This is an optimization exercise on Yosys and OpenROAD, whose aim is small area, a short achievable clock period and few clock cycles per item, not a production implementation.
Function was checked by simulation only, so behaviour that the tests miss may differ from the original.
No activity file was given, so power comes from the tool's default toggle rates.

// conv_engine
module conv_engine (
  input  logic                 clock,
  input  logic                 reset,
  input  conv_pkg::pixel_t     pixel_in,
  input  logic                 pixel_strobe,
  input  conv_pkg::weight_t    weight_in,
  input  conv_pkg::tap_index_t weight_addr,
  input  logic                 weight_strobe,
  input  conv_pkg::result_t    bias_in,
  input  logic                 relu_enable,
  output conv_pkg::result_t    result_out,
  output logic                 result_valid,
  output logic                 overflow
);
  logic [8:0][11:0]   enc;
  logic [8:0][7:0]    pn;
  logic               window_valid;
  logic signed [15:0] bias_r;
  logic               relu_r;
  logic        [18:0] row_a, row_b;
  logic               tree_valid;
  kernel_loader kernel_loader_inst (
    .clock         (clock),
    .reset         (reset),
    .weight_in     (weight_in),
    .weight_addr   (weight_addr),
    .weight_strobe (weight_strobe),
    .enc           (enc)
  );
  window_shifter window_shifter_inst (
    .clock        (clock),
    .reset        (reset),
    .pixel_in     (pixel_in),
  ...
For scale: roughly 2100 cells after synthesis, ~59 I/O pins, about 0.028 mm² of cells after synthesis.
export LEC_CHECK = 0
export ABC_AREA = 1
export CAP_MARGIN = 20
export CORE_MARGIN = 2
export CORE_UTILIZATION = 30
export SETUP_SLACK_MARGIN = 3.2
export SLEW_MARGIN = 20
export TNS_END_PERCENT = 20
create_clock -name core_clock -period 5.5 [get_ports {clock}]
standard.sh (not shown) runs the stock make flow with config.mk's settings and CLKGATE_MAP_FILE= SYNTH_SCRIPT=/design/flow/synth_recipe.tcl, a recipe that flattens the netlist after the stock synthesis.
==> flow/flow/run.sh <==
#!/bin/bash
# Standard layout, with one netlist clean-up between synthesis and floorplan:
# fixinv.py removes inverters between full adders by choosing each adder's
# polarity (registers and all other cells are kept as synthesized).
set -euo pipefail
work=$PWD
res=$work/orfs/results/$FLOW_PLATFORM/conv_engine/base

bash standard.sh synth > synth.log 2>&1
python3 flow/fixinv.py "$res/1_2_yosys.v" "$work/1_2_yosys.fixinv.v" > fixinv.log 2>&1
cp "$work/1_2_yosys.fixinv.v" "$res/1_2_yosys.v"
rm -f "$res/1_synth.odb" "$res/1_synth.sdc"
# clock tree without dummy loads
# ports buffered with plain buffers (the default pick is a delay cell)
bash standard.sh CTS_ARGS="-sink_clustering_enable -repair_clock_nets -dont_use_dummy_load -buf_list sky130_fd_sc_hd__clkbuf_8" BUFFER_PORTS_ARGS="-buffer_cell sky130_fd_sc_hd__buf_2" finish > layout.log 2>&1
Other scripts of this flow, unchanged in this note and not shown: flow/flow/fixinv.py
Testbench counts at the start, summed over its fixed seeds: cycles 16,416, results 16,240.
Then changed:
--- a/flow/flow/run.sh
+++ b/flow/flow/run.sh
@@ -13,3 +13,3 @@
 # clock tree without dummy loads
 # ports buffered with plain buffers (the default pick is a delay cell)
-bash standard.sh CTS_ARGS="-sink_clustering_enable -repair_clock_nets -dont_use_dummy_load -buf_list sky130_fd_sc_hd__clkbuf_8" BUFFER_PORTS_ARGS="-buffer_cell sky130_fd_sc_hd__buf_2" finish > layout.log 2>&1
+bash standard.sh CTS_ARGS="-sink_clustering_enable -repair_clock_nets -dont_use_dummy_load" BUFFER_PORTS_ARGS="-buffer_cell sky130_fd_sc_hd__buf_2" finish > layout.log 2>&1
The changed run went through all stages and came out clean.
Core utilization is about the same.
Synthesized area stays the same.
Wire length went down by 0.85%.
Fmax came out lower by 1.5%.
Power came out higher by 1.9%.
Global-route usage stays flat.
Combinational power decreases by about 1%.
Synthesized cell count does not change.
Cell count goes down by 1.7%.
Sequential share of layout area barely changes.


Setup of v20:
Starting RTL as in the previous note.
## conv_engine
module conv_engine (
  input  logic                 clock,
  input  logic                 reset,
  input  conv_pkg::pixel_t     pixel_in,
  input  logic                 pixel_strobe,
  input  conv_pkg::weight_t    weight_in,
  input  conv_pkg::tap_index_t weight_addr,
  input  logic                 weight_strobe,
  input  conv_pkg::result_t    bias_in,
  input  logic                 relu_enable,
  output conv_pkg::result_t    result_out,
  output logic                 result_valid,
  output logic                 overflow
);
clock: 5.5 ns
lec_check: 0
abc_area: 1
cap_margin: 20
core_margin: 2
core_utilization: 30
place_density: 0.75
setup_slack_margin: 3.2
slew_margin: 20
tns_end_percent: 5
==> flow/flow/run.sh <==
#!/bin/bash
# Standard layout, with one netlist clean-up between synthesis and floorplan:
# fixinv.py removes inverters around full adders and xor gates by choosing
# each one's polarity (registers and all other cells are kept as synthesized).
# Yosys then proves the cleaned netlist equivalent to the synthesized one; if
# that proof fails, the synthesized netlist is laid out unchanged.
set -euo pipefail
work=$PWD
res=$work/orfs/results/$FLOW_PLATFORM/conv_engine/base
lib=$FLOW_HOME/platforms/$FLOW_PLATFORM/lib/sky130_fd_sc_hd__tt_025C_1v80.lib
yosys=$(command -v yosys || echo "$FLOW_HOME/../tools/install/yosys/bin/yosys")

bash standard.sh synth > synth.log 2>&1
cp "$res/1_2_yosys.v" "$work/1_2_yosys.synth.v"
python3 flow/fixinv.py "$work/1_2_yosys.synth.v" "$work/1_2_yosys.fixinv.v" > fixinv.log 2>&1

cat > eqcheck.ys <<EOT
read_liberty -ignore_miss_func $lib
read_verilog $work/1_2_yosys.synth.v
rename $FLOW_TOP gold
read_verilog $work/1_2_yosys.fixinv.v
rename $FLOW_TOP gate
flatten gold gate
opt_clean
rename -hide gold/w:_* gate/w:_*
rename -hide gold/w:*.A gold/w:*.B gold/w:*.CIN gold/w:*.SUM gold/w:*.COUT gold/w:*.Y gold/w:*.X
rename -hide gate/w:*.A gate/w:*.B gate/w:*.CIN gate/w:*.SUM gate/w:*.COUT gate/w:*.Y gate/w:*.X
rename -hide gold/w:mult_adder_inst.s* gold/w:mult_adder_inst.c* gold/w:mult_adder_inst.pp*
rename -hide gate/w:mult_adder_inst.s* gate/w:mult_adder_inst.c* gate/w:mult_adder_inst.pp*
async2sync
equiv_make gold gate eq
hierarchy -top eq
equiv_simple
equiv_status -assert
EOT
if "$yosys" -l eqcheck.log eqcheck.ys > /dev/null 2>&1; then
  cp "$work/1_2_yosys.fixinv.v" "$res/1_2_yosys.v"
  rm -f "$res/1_synth.odb" "$res/1_synth.sdc"
  echo "fixinv: equivalence proven, cleaned netlist used" >> fixinv.log
else
  echo "fixinv: equivalence not proven, synthesized netlist kept" >> fixinv.log
fi

# clock tree without dummy loads, ports buffered with plain buffers (the
# default pick is a delay cell)
bash standard.sh CTS_ARGS="-sink_clustering_enable -repair_clock_nets -dont_use_dummy_load -buf_list sky130_fd_sc_hd__clkbuf_8" BUFFER_PORTS_ARGS="-buffer_cell sky130_fd_sc_hd__buf_2" finish > layout.log 2>&1
Other scripts of this flow, unchanged in this note and not shown: flow/flow/fixinv.py
Testbench counts of v20, summed over its fixed seeds: cycles 16,416, results 16,240.
diff inputs: v20 => v53
# v20
export LEC_CHECK = 0
export ABC_AREA = 1
export CAP_MARGIN = 20
export CORE_MARGIN = 2
export CORE_UTILIZATION = 30
export PLACE_DENSITY = 0.75
export SETUP_SLACK_MARGIN = 3.2
export SLEW_MARGIN = 20
export TNS_END_PERCENT = 5
create_clock -name core_clock -period 5.5 [get_ports {clock}]
# v53
export LEC_CHECK = 0
export ABC_AREA = 1
export CAP_MARGIN = 20
export CORE_MARGIN = 2
export CORE_UTILIZATION = 30
export SETUP_SLACK_MARGIN = 3.2
export SLEW_MARGIN = 20
export TNS_END_PERCENT = 10
create_clock -name core_clock -period 5.5 [get_ports {clock}]
Results
The run showing the smaller logic depth of the worst setup path including buffers is v20.
Compared with v20, v53 shows a count of plain and timing-repair buffers in the layout that is about 100% higher.
v53 vs. v20: core utilization went up by 0.75 points.
Taking v20 as the reference, in v53 critical path's largest stage delay picked up an extra 210 ps, global routing met1 resource utilization higher.
The number of fill cells of v20 and that of v53 are within noise of each other.
As far as sequential cell count goes, v53 and v20 are indistinguishable; the numbers are identical.
Edits applied to the flow inputs when going from v53 to v42:
# v53
export LEC_CHECK = 0
export ABC_AREA = 1
export CAP_MARGIN = 20
export CORE_MARGIN = 2
export CORE_UTILIZATION = 30
export SETUP_SLACK_MARGIN = 3.2
export SLEW_MARGIN = 20
export TNS_END_PERCENT = 10
create_clock -name core_clock -period 5.5 [get_ports {clock}]
# v42
export LEC_CHECK = 0
export ABC_AREA = 1
export CAP_MARGIN = 20
export CORE_MARGIN = 2
export CORE_UTILIZATION = 30
export GPL_ROUTABILITY_DRIVEN = 0
export PLACE_DENSITY = 0.75
export SETUP_SLACK_MARGIN = 3.2
export SLEW_MARGIN = 20
export TNS_END_PERCENT = 5
create_clock -name core_clock -period 5.5 [get_ports {clock}]
Across v53 and v42, none had a timing, DRC or antenna violation. When v42 is measured against v53, its wire length turns out 7600 um lower. Compared with v53, v42 shows a shortest period the worst path allows that is 67 ps higher. Compared to v53, v42 has combinational fraction of design power 0.9 points lower. Going from v53 to v42, the number of ordinary and repair buffers in the finished layout was found to have gone down by 59.
Relative to v42, the following input files were edited for v35:
# v42
export LEC_CHECK = 0
export ABC_AREA = 1
export CAP_MARGIN = 20
export CORE_MARGIN = 2
export CORE_UTILIZATION = 30
export GPL_ROUTABILITY_DRIVEN = 0
export PLACE_DENSITY = 0.75
export SETUP_SLACK_MARGIN = 3.2
export SLEW_MARGIN = 20
export TNS_END_PERCENT = 5
create_clock -name core_clock -period 5.5 [get_ports {clock}]
# v35
export LEC_CHECK = 0
export ABC_AREA = 1
export CAP_MARGIN = 20
export CORE_MARGIN = 2
export CORE_UTILIZATION = 30
export PLACE_DENSITY = 0.85
export SETUP_SLACK_MARGIN = 3.2
export SLEW_MARGIN = 20
export TNS_END_PERCENT = 5
create_clock -name core_clock -period 5.5 [get_ports {clock}]
Results
Compared with v42, v35 shows power after layout higher by 0.00010 W. v42 has higher proportion of layout cells with a drive suffix above 1 than v35. Diff v42 -> v35: share of the clock period used by the worst path climbed 0.61 points; post-layout worst setup margin dropped 34 ps.
Modified inputs, v19 compared to v35
# v35
export LEC_CHECK = 0
export ABC_AREA = 1
export CAP_MARGIN = 20
export CORE_MARGIN = 2
export CORE_UTILIZATION = 30
export PLACE_DENSITY = 0.85
export SETUP_SLACK_MARGIN = 3.2
export SLEW_MARGIN = 20
export TNS_END_PERCENT = 5
create_clock -name core_clock -period 5.5 [get_ports {clock}]
# v19
export LEC_CHECK = 0
export ABC_AREA = 1
export CAP_MARGIN = 20
export CORE_MARGIN = 2
export CORE_UTILIZATION = 30
export SETUP_SLACK_MARGIN = 3.2
export SLEW_MARGIN = 20
export TNS_END_PERCENT = 5
create_clock -name core_clock -period 5.5 [get_ports {clock}]
Cmp v19 vs v35: share of the core filled with cells in the final layout higher in v19. v19 — power share of the combinational group 0.3 points higher, v35 as reference. v19 vs. v35: total leakage power went up by about 2.7%. v19 was carried through to the last stage, and its layout satisfied the timing, DRC and antenna checks. The non-clock buffer count in v19 sits 48 above the value recorded for v35. Shortest clock period the worst path allows after layout in v19 is 87 ps lower than in v35. Total internal power, v19 and v35, higher one = v19.


## the baseline
Starting RTL as in the previous note.
## conv_engine
module conv_engine (
  input  logic                 clock,
  input  logic                 reset,
  input  conv_pkg::pixel_t     pixel_in,
  input  logic                 pixel_strobe,
  input  conv_pkg::weight_t    weight_in,
  input  conv_pkg::tap_index_t weight_addr,
  input  logic                 weight_strobe,
  input  conv_pkg::result_t    bias_in,
  input  logic                 relu_enable,
  output conv_pkg::result_t    result_out,
  output logic                 result_valid,
  output logic                 overflow
);
export LEC_CHECK = 0
export ABC_AREA = 1
export CAP_MARGIN = 20
export CORE_MARGIN = 2
export CORE_UTILIZATION = 30
export SETUP_SLACK_MARGIN = 3.2
export SLEW_MARGIN = 20
export TNS_END_PERCENT = 10
create_clock -name core_clock -period 5.5 [get_ports {clock}]
==> flow/flow/run.sh <==
#!/bin/bash
# Standard layout, with one netlist clean-up between synthesis and floorplan:
# fixinv.py removes inverters between full adders by choosing each adder's
# polarity (registers and all other cells are kept as synthesized).
set -euo pipefail
work=$PWD
res=$work/orfs/results/$FLOW_PLATFORM/conv_engine/base

bash standard.sh synth > synth.log 2>&1
python3 flow/fixinv.py "$res/1_2_yosys.v" "$work/1_2_yosys.fixinv.v" > fixinv.log 2>&1
cp "$work/1_2_yosys.fixinv.v" "$res/1_2_yosys.v"
rm -f "$res/1_synth.odb" "$res/1_synth.sdc"
# clock tree without dummy loads
# ports buffered with plain buffers (the default pick is a delay cell)
bash standard.sh CTS_ARGS="-sink_clustering_enable -repair_clock_nets -dont_use_dummy_load -buf_list sky130_fd_sc_hd__clkbuf_8" BUFFER_PORTS_ARGS="-buffer_cell sky130_fd_sc_hd__buf_2" finish > layout.log 2>&1
Other scripts of this flow, unchanged in this note and not shown: flow/flow/fixinv.py
Testbench counts of the baseline, summed over its fixed seeds: cycles 16,416, results 16,240.
## Diff of input files: the candidate against the baseline
# the baseline
export LEC_CHECK = 0
export ABC_AREA = 1
export CAP_MARGIN = 20
export CORE_MARGIN = 2
export CORE_UTILIZATION = 30
export SETUP_SLACK_MARGIN = 3.2
export SLEW_MARGIN = 20
export TNS_END_PERCENT = 10
create_clock -name core_clock -period 5.5 [get_ports {clock}]
# the candidate
export LEC_CHECK = 0
export ABC_AREA = 1
export CAP_MARGIN = 20
export CORE_MARGIN = 2
export CORE_UTILIZATION = 30
export SETUP_SLACK_MARGIN = 3.2
export SLEW_MARGIN = 20
export TNS_END_PERCENT = 35
create_clock -name core_clock -period 5.5 [get_ports {clock}]
[summary]
Summary of the candidate over the baseline: clock network area share now sits at about the same level; setup slack went down 0.031 ns; cell count has increased; area of all placed cells without fillers moved up; first-pass GRT wire length barely changed.


Setup of run 1:
Another version of the RTL of conv_engine (not shown whole).
Size: roughly 2100 cells after synthesis, ~59 I/O pins, roughly 28000 µm² of cells after synthesis.
clock: 5.5 ns
lec_check: 0
abc_area: 1
cap_margin: 20
core_margin: 2
core_utilization: 30
setup_slack_margin: 3.2
slew_margin: 20
tns_end_percent: 20
==> flow/flow/run.sh <==
#!/bin/bash
# Standard layout, with one netlist clean-up between synthesis and floorplan:
# fixinv.py removes inverters between full adders by choosing each adder's
# polarity (registers and all other cells are kept as synthesized).
set -euo pipefail
work=$PWD
res=$work/orfs/results/$FLOW_PLATFORM/conv_engine/base

bash standard.sh synth > synth.log 2>&1
python3 flow/fixinv.py "$res/1_2_yosys.v" "$work/1_2_yosys.fixinv.v" > fixinv.log 2>&1
cp "$work/1_2_yosys.fixinv.v" "$res/1_2_yosys.v"
rm -f "$res/1_synth.odb" "$res/1_synth.sdc"
# clock tree without dummy loads
# ports buffered with plain buffers (the default pick is a delay cell)
bash standard.sh CTS_ARGS="-sink_clustering_enable -repair_clock_nets -dont_use_dummy_load" BUFFER_PORTS_ARGS="-buffer_cell sky130_fd_sc_hd__buf_1" finish > layout.log 2>&1
Other scripts of this flow, unchanged in this note and not shown: flow/flow/fixinv.py
Run 1 finished every step from synthesis to the final layout, and the layout passed the timing, DRC and antenna checks.
Testbench counts of run 1, summed over its fixed seeds: cycles 16,416, results 16,240.
Input-level comparison between run 2 and run 1:
Settings: changing SETUP_SLACK_MARGIN from 3.2 to 2.5.
--- a/flow/flow/run.sh
+++ b/flow/flow/run.sh
@@ -12,4 +12,2 @@
 rm -f "$res/1_synth.odb" "$res/1_synth.sdc"
-# clock tree without dummy loads
-# ports buffered with plain buffers (the default pick is a delay cell)
-bash standard.sh CTS_ARGS="-sink_clustering_enable -repair_clock_nets -dont_use_dummy_load" BUFFER_PORTS_ARGS="-buffer_cell sky130_fd_sc_hd__buf_1" finish > layout.log 2>&1
+bash standard.sh finish > layout.log 2>&1
==> run notes <==
- Compared with run 1, in run 2 sequential share of cell area +0.57 points, internal reg-to-reg setup slack -260 ps, global-route usage ~0 delta.
- Hold violation total from the final report delta (run 1 -> run 2): insignificant
- Run 1 reports its launch point of the worst path as kernel_loader_inst.enc[65]$_DFFE_PP_ while run 2 reports kernel_loader_inst.enc[2]$_DFFE_PP_.
For run 3, these inputs were changed with respect to run 2:
Settings: SETUP_SLACK_MARGIN now 3.2, was 2.5.
--- a/flow/flow/run.sh
+++ b/flow/flow/run.sh
@@ -12,2 +12,4 @@
 rm -f "$res/1_synth.odb" "$res/1_synth.sdc"
-bash standard.sh finish > layout.log 2>&1
+# clock tree without dummy loads
+# ports buffered with plain buffers (the default pick is a delay cell)
+bash standard.sh CTS_ARGS="-sink_clustering_enable -repair_clock_nets -dont_use_dummy_load" BUFFER_PORTS_ARGS="-buffer_cell sky130_fd_sc_hd__buf_2" finish > layout.log 2>&1
## What came out
Summary of run 3 over run 2: net switching share of the total power went up by 0.89 points, register-to-register path setup slack went up by 270 ps, buffers inserted during post-CTS setup optimization went up by 14, global-route wire length before repair went up by 790 µm, total length of routed met3 wires went up by 5.2%.
Edits applied to the flow inputs when going from run 3 to run 4:
Settings: changing TNS_END_PERCENT from 20 to 50; changing SETUP_SLACK_MARGIN from 3.2 to 3.35.
--- a/flow/flow/run.sh
+++ b/flow/flow/run.sh
@@ -12,4 +12,2 @@
 rm -f "$res/1_synth.odb" "$res/1_synth.sdc"
-# clock tree without dummy loads
-# ports buffered with plain buffers (the default pick is a delay cell)
-bash standard.sh CTS_ARGS="-sink_clustering_enable -repair_clock_nets -dont_use_dummy_load" BUFFER_PORTS_ARGS="-buffer_cell sky130_fd_sc_hd__buf_2" finish > layout.log 2>&1
+bash standard.sh finish > layout.log 2>&1
Results
On met2 usage: run 4 sits above run 3. Higher number of buffers outside the clock class in the layout goes to run 4 over run 3. Of run 4 and run 3, the higher slack of the worst reg-to-reg path belongs to run 4. Highest metal layer used by the detailed router: met4 -> run 3, met5 -> run 4.

-- re-timing with driven ports --
The flow's constraints put no driver on any port. The routed layouts listed below were extracted and timed again, unchanged, in two steps.
Step 1: set_driving_cell puts a clkbuf_16 on clock and a buf_2 on each other input, an assumption about the parent block.
Step 2 also shifts input and output timing later by t, the mid clock arrival at the registers, as if the neighbouring blocks saw the same clock.
Three values: ideal, step 1, step 2; two values: the first two.
run	shift t [ns]	setup WS [ns]	latest minus earliest clock arrival (ns)	slew at the worst register clock pin (ns)	pins driven straight from the clock port
the first run of note 1	0.733	3.151 / 3.148 / 3.151	0.113 / 0.113	0.06 / 0.06	1
the second run of note 1	0.671	3.116 / 3.116 / 3.116	0.089 / 0.089	0.06 / 0.06	1
v20	0.717	3.098 / 3.042 / 3.116	0.103 / 0.103	0.07 / 0.07	1
v53	0.736	3.162 / 3.157 / 3.162	0.106 / 0.106	0.06 / 0.06	1
v42	0.723	3.095 / 3.037 / 3.140	0.074 / 0.074	0.07 / 0.07	1
v35	0.729	3.062 / 3.002 / 3.093	0.096 / 0.095	0.07 / 0.07	1
v19	0.738	3.149 / 3.149 / 3.149	0.107 / 0.107	0.07 / 0.07	1
the baseline	0.731	3.149 / 3.149 / 3.149	0.111 / 0.112	0.06 / 0.06	1
the candidate	0.730	3.118 / 3.118 / 3.118	0.117 / 0.117	0.06 / 0.06	1
run 1	0.670	3.132 / 3.132 / 3.132	0.070 / 0.071	0.07 / 0.07	1
run 2	0.690	2.873 / 2.845 / 2.873	0.031 / 0.030	0.07 / 0.07	1
run 3	0.665	3.142 / 3.142 / 3.142	0.035 / 0.035	0.06 / 0.06	1
run 4	0.693	3.199 / 3.199 / 3.199	0.021 / 0.020	0.07 / 0.07	1
After both steps setup and hold are still met in every run listed.
